Background: an optimization exercise with open tools, aiming at small area, a short achievable clock period and few clock cycles. Do not read the settings as production practice. In this exercise RTL edits were held to simulation tests only and were not proved equivalent to the original. Power and IR drop assume default switching activity.

## zinc
==> flow/design.v (excerpt) <==
module lawnmower_path_generator #(
    parameter int MAX_WAYPOINTS = lpg_pkg::MAX_WAYPOINTS_DEF
) (
    input  logic                               i_clk,
    input  logic                               i_rst_n,
    input  logic                               start,
    output logic                               busy,
    input  logic signed [lpg_pkg::COORD_W-1:0] i_center_x,
    input  logic signed [lpg_pkg::COORD_W-1:0] i_center_y,
    input  logic                               i_cfg_valid,
    output logic                               o_cfg_ready,
    input  logic [lpg_pkg::IDX_W-1:0]          i_cfg_index,
    input  logic [lpg_pkg::LEN_W-1:0]          i_cfg_data,
    output logic                               o_point_valid,
    output logic signed [lpg_pkg::COORD_W-1:0] o_point_x,
    output logic signed [lpg_pkg::COORD_W-1:0] o_point_y,
    output logic [lpg_pkg::PNUM_W-1:0]         o_point_number,
    output logic                               o_last_point,
    output logic                               o_overflow
);
Size in the first run: roughly 760 flip-flops, about 170 I/O pins, ~0.040 mm2 of cells after synthesis.
==> flow/config.mk <==
export PLATFORM = sky130hd
export DESIGN_NAME = lawnmower_path_generator
export DESIGN_NICKNAME = lawnmower_path_generator
export VERILOG_FILES = /design/flow/design.v
export SDC_FILE = /design/flow/constraint.sdc
export NUM_CORES = 4
export LEC_CHECK = 0
export CAP_MARGIN = 0
export CORE_MARGIN = 2
export CORE_UTILIZATION = 40
export SETUP_SLACK_MARGIN = 4.5
export SLEW_MARGIN = 0
==> flow/constraint.sdc <==
create_clock -name core_clock -period 7.5 [get_ports {i_clk}]
set_input_delay 1.5000 -clock core_clock [delete_from_list [all_inputs] [get_ports {i_clk}]]
set_output_delay 1.5000 -clock core_clock [all_outputs]
set_load 0.01 [all_outputs]
standard.sh (not shown) runs the stock make flow with config.mk's settings and CLKGATE_MAP_FILE= SYNTH_SCRIPT=/design/flow/synth_recipe.tcl, a recipe that flattens the netlist after the stock synthesis.
==> flow/flow/run.sh <==
#!/bin/bash
# The standard layout, with the port buffers made of the smallest buffer cell.
set -euo pipefail
export BUFFER_PORTS_ARGS="-buffer_cell sky130_fd_sc_hd__buf_1"
bash standard.sh > standard.log 2>&1
Testbench counts of zinc, summed over its fixed seeds: cycles 30,311.
Here is what was changed in the inputs of juniper compared with zinc.
Settings: changing SLEW_MARGIN from 0 to 20; changing CAP_MARGIN from 0 to 20.
==> flow/flow/run.sh <==
#!/bin/bash
# The standard layout, with the port buffers made of the smallest buffer cell
# and power recovery (downsizing of gates off the critical paths) after
# global routing.
set -euo pipefail
export BUFFER_PORTS_ARGS="-buffer_cell sky130_fd_sc_hd__buf_1"
export RECOVER_POWER=100
bash standard.sh > standard.log 2>&1
--- outcome ---
- Finished, but not clean: juniper, with max-capacitance violations, max-slew violations.
- juniper: clock period minus final worst setup slack higher than zinc
- There was hardly any difference in total power between juniper and zinc.
- Looking at total met3 wirelength after detailed routing, juniper sits above zinc.
- Compare zinc and juniper | area growth from synthesis to layout higher: zinc
- [compare] base=zinc new=juniper: via count was more or less identical, post-route antenna net violation count has remained practically unchanged.
- ~same wire length in zinc and juniper
- juniper against zinc; maximum clock frequency is down by more than a quarter.
- Taking zinc as the reference point, the worst setup slack of juniper falls by 1.90 ns.
- Comparing total iterations of the first detailed-routing run for zinc and juniper, the bigger number came from zinc.
> inputs changed (juniper -> tundra)
Settings: CTS_CLUSTER_SIZE: unset -> 30.
==> flow/run.sh (new file) <==
#!/bin/bash
# synth_recipe.tcl (not shown) runs the flow's synth.tcl, then flattens the netlist and writes it again
# the make line also repeats each setting of config.mk as NAME=value (left out here)
make -C /OpenROAD-flow-scripts/flow DESIGN_CONFIG=/design/flow/config.mk WORK_HOME=/design/flow/orfs CLKGATE_MAP_FILE= SYNTH_SCRIPT=/design/flow/synth_recipe.tcl finish
removed: flow/flow/run.sh
removed: flow/standard.sh
- Status | tundra and juniper | clean except juniper
- Going from juniper to tundra, utilization after layout increased 1.7 points; cell count after placement held steady.
- tundra has combinational share of power above what juniper had.
- The shortest period the worst path allows of tundra is lower than that of juniper.
- Per the comparison of tundra with juniper, via count comparable; worst IR drop on VDD went up; total internal power increased 4.7%; required time of the worst setup path lower.
- For tundra, the uppermost signal routing layer after detailed routing was met4, unlike juniper, where it was met5.
- Taking juniper as the reference point, the worst setup slack of tundra rises by 1.80 ns.
- juniper → tundra: final cell count held, first-pass GRT wire length now sits higher.
--- input diff tundra..pepper ---
Settings: removing CTS_CLUSTER_SIZE (formerly 30); changing CORE_UTILIZATION from 40 to 65.
Results
- Total routing resource utilization after global routing, pepper and tundra, higher one = pepper.
- On half-perimeter wire length of the detailed placement result: between pepper and tundra, it ends up higher for tundra.
- Cmp pepper vs tundra: overall power lower in pepper
- pepper ended up with a lower reported net switching power than tundra did.
- Taking tundra as the reference, in pepper setup slack lost 0.031 ns; final critical-path required period picked up an extra 0.031 ns.
What yarrow does differently from pepper at the input level:
Settings: an added PLACE_DENSITY of 0.75; a change of CORE_UTILIZATION from 65 to 40.
==> flow/flow/run.sh (new file) <==
#!/bin/bash
# The standard layout, with the port buffers made of the smallest buffer cell.
set -euo pipefail
export BUFFER_PORTS_ARGS="-buffer_cell sky130_fd_sc_hd__buf_1"
bash standard.sh > standard.log 2>&1
==> flow/standard.sh (new file) <==
#!/bin/bash
# synth_recipe.tcl (not shown) runs the flow's synth.tcl, then flattens the netlist and writes it again
# the make line also repeats each setting of config.mk as NAME=value (left out here)
make -C /OpenROAD-flow-scripts/flow DESIGN_CONFIG=/design/flow/config.mk WORK_HOME=/design/flow/orfs CLKGATE_MAP_FILE= SYNTH_SCRIPT=/design/flow/synth_recipe.tcl "${@:-finish}"
removed: flow/run.sh
Results
- Depth of the worst register-to-register path (yarrow over pepper): decrease, 2
- yarrow vs pepper: clock power down
- Against pepper, yarrow comes in 0.17 points higher on portion of the layout cell area used by clock cells.
- Between pepper and yarrow, cell depth of the worst setup path decreased.
- yarrow reports its end of the critical path as u_dp_x.r_pos[0] while pepper reports u_dp_y.r_pos[13].
Here is what was changed in the inputs of ember compared with yarrow.
Settings: PLACE_DENSITY removed (was 0.75); SETUP_SLACK_MARGIN changed from 4.5 to 4.0; CORE_UTILIZATION changed from 40 to 65.
==> flow/run.sh (new file) <==
#!/bin/bash
# synth_recipe.tcl (not shown) runs the flow's synth.tcl, then flattens the netlist and writes it again
# the make line also repeats each setting of config.mk as NAME=value (left out here)
make -C /OpenROAD-flow-scripts/flow DESIGN_CONFIG=/design/flow/config.mk WORK_HOME=/design/flow/orfs CLKGATE_MAP_FILE= SYNTH_SCRIPT=/design/flow/synth_recipe.tcl finish
removed: flow/flow/run.sh
removed: flow/standard.sh
Compared with yarrow, ember shows a logic gate share of total power that is 0.4 points lower.
ember against yarrow: number of global-route vias before repair higher; first-pass detailed-route iteration total lower; fraction of area in multi-input gates dropped 0.63 points; total die area decreased by about 40% relative to the old numbers; clock group total power now sits higher.
A launch point of the worst path of u_dp_x.r_cv[2] is what yarrow shows, while u_dp_x.r_s[18] belongs to ember.
ember vs yarrow: via count down
ember: final period demand of the worst path is 0.25 ns higher than what yarrow reported.
Where number of DRC markers in iteration 0 is concerned, yarrow is outperformed by ember.
ember vs. yarrow: routing usage on met1 higher; number of antenna violations at the first check in global routing has decreased.

---

run 1:
lawnmower_path_generator again, from the RTL that the note above started with.
## lawnmower_path_generator
module lawnmower_path_generator #(
    parameter int MAX_WAYPOINTS = lpg_pkg::MAX_WAYPOINTS_DEF
) (
    input  logic                               i_clk,
    input  logic                               i_rst_n,
    input  logic                               start,
    output logic                               busy,
    input  logic signed [lpg_pkg::COORD_W-1:0] i_center_x,
    input  logic signed [lpg_pkg::COORD_W-1:0] i_center_y,
    input  logic                               i_cfg_valid,
    output logic                               o_cfg_ready,
    input  logic [lpg_pkg::IDX_W-1:0]          i_cfg_index,
    input  logic [lpg_pkg::LEN_W-1:0]          i_cfg_data,
    output logic                               o_point_valid,
    output logic signed [lpg_pkg::COORD_W-1:0] o_point_x,
    output logic signed [lpg_pkg::COORD_W-1:0] o_point_y,
    output logic [lpg_pkg::PNUM_W-1:0]         o_point_number,
    output logic                               o_last_point,
    output logic                               o_overflow
);
Settings: LEC_CHECK=0, CAP_MARGIN=20, CORE_MARGIN=2, CORE_UTILIZATION=40, SETUP_SLACK_MARGIN=4.75, SLEW_MARGIN=20; clock period 7.5 ns.
run.sh (not shown) runs the stock make flow with config.mk's settings and CLKGATE_MAP_FILE= SYNTH_SCRIPT=/design/flow/synth_recipe.tcl, a recipe that flattens the netlist after the stock synthesis.
Stock flow here: none of the scripts above is used.
Testbench counts of run 1, summed over its fixed seeds: cycles 30,311.
What run 2 does differently from run 1 at the input level:
- SETUP_SLACK_MARGIN now 4.5, was 4.75
- CTS_BUF_LIST now sky130_fd_sc_hd__clkbuf_4, previously not set
### Flow results
- Run 2 reached the end of the flow, and the finished layout is clean on the timing, DRC and antenna checks.
- Comparing via count normalized by instance count for run 1 and run 2, the smaller number came from run 2.
- u_dp_x.r_cv[2] as the start point of the critical path was reported by run 2, and u_dp_y.r_cv[30] by run 1.
- The lower worst setup slack after layout came out of run 1.
- Compared with run 1, run 2 shows a higher number of cells in the finished layout apart from fillers.
- When run 2 is measured against run 1, its share of post-route cells with drive strength above 1 turns out 6.8 points lower.
- Diff run 1 -> run 2 | utilization | decrease of 4.9 points
- Compared with run 1, run 2 shows final net count that has gone down slightly.
Setup changes, run 2 to run 3
- clearing CTS_BUF_LIST, which used to be sky130_fd_sc_hd__clkbuf_4
==> flow/flow/run.sh (new file) <==
#!/bin/bash
# The standard layout, with the port buffers made of the smallest buffer cell.
set -euo pipefail
export BUFFER_PORTS_ARGS="-buffer_cell sky130_fd_sc_hd__buf_1"
bash standard.sh > standard.log 2>&1
==> flow/standard.sh (new file) <==
#!/bin/bash
# synth_recipe.tcl (not shown) runs the flow's synth.tcl, then flattens the netlist and writes it again
# the make line also repeats each setting of config.mk as NAME=value (left out here)
make -C /OpenROAD-flow-scripts/flow DESIGN_CONFIG=/design/flow/config.mk WORK_HOME=/design/flow/orfs CLKGATE_MAP_FILE= SYNTH_SCRIPT=/design/flow/synth_recipe.tcl "${@:-finish}"
removed: flow/run.sh
Results
Diff run 2 -> run 3: routed wire length shows a reduction of about 2.2%, global routing usage on met3 shows a reduction of 0.41 points, post-route standard cell area excluding fillers shows a reduction of 1.9%, worst setup slack shows an increase of 0.15 ns.
Relative to run 2, post-route minimum period has decreased by 0.15 ns in run 3.
Run 3 vs run 2 on final clock period utilization by the worst path: run 3 is the lower one.
Count of clock-buffer cells in the layout | run 3 below run 2
[run 3] post-placement worst setup slack rose 0.35 ns relative to run 2
The delay contributed by the slowest stage of the critical path was comparable across run 3 and run 2.

==> static timing again, ports no longer ideal <==
The results above use ideal ports. As a check the final layouts listed here were re-extracted and re-timed, cells and wires unchanged. Step 1, drivers: a clkbuf_16 drives i_clk and a buf_2 each remaining input, both assumed. Step 2 adds t to the input delays and takes it off the output delays; t is the mean of the earliest and latest rising clock arrival at the registers after step 1. Input paths then give back, and output paths get back, about the clock's delay inside the block. a / b / c = ideal / step 1 / step 2; a / b = the first two.
run	t (ns)	setup WS [ns]	clock arrival spread, ns
zinc	0.726	4.418 / 4.418 / 3.933	0.043 / 0.044
juniper	0.728	2.514 / 2.514 / 2.514	0.044 / 0.043
tundra	0.726	4.316 / 4.316 / 3.867	0.038 / 0.037
pepper	0.691	4.285 / 4.285 / 3.839	0.025 / 0.025
yarrow	0.702	4.345 / 4.345 / 4.032	0.045 / 0.045
ember	0.688	4.093 / 4.093 / 3.615	0.029 / 0.029
run 1	0.714	4.245 / 4.245 / 3.945	0.043 / 0.043
run 2	1.112	4.250 / 4.250 / 3.583	0.136 / 0.136
run 3	0.726	4.396 / 4.396 / 3.925	0.042 / 0.042
For run 2, which loses most, drivers alone change the setup slack by 0.000 ns; drivers and shift together by -0.667 ns.
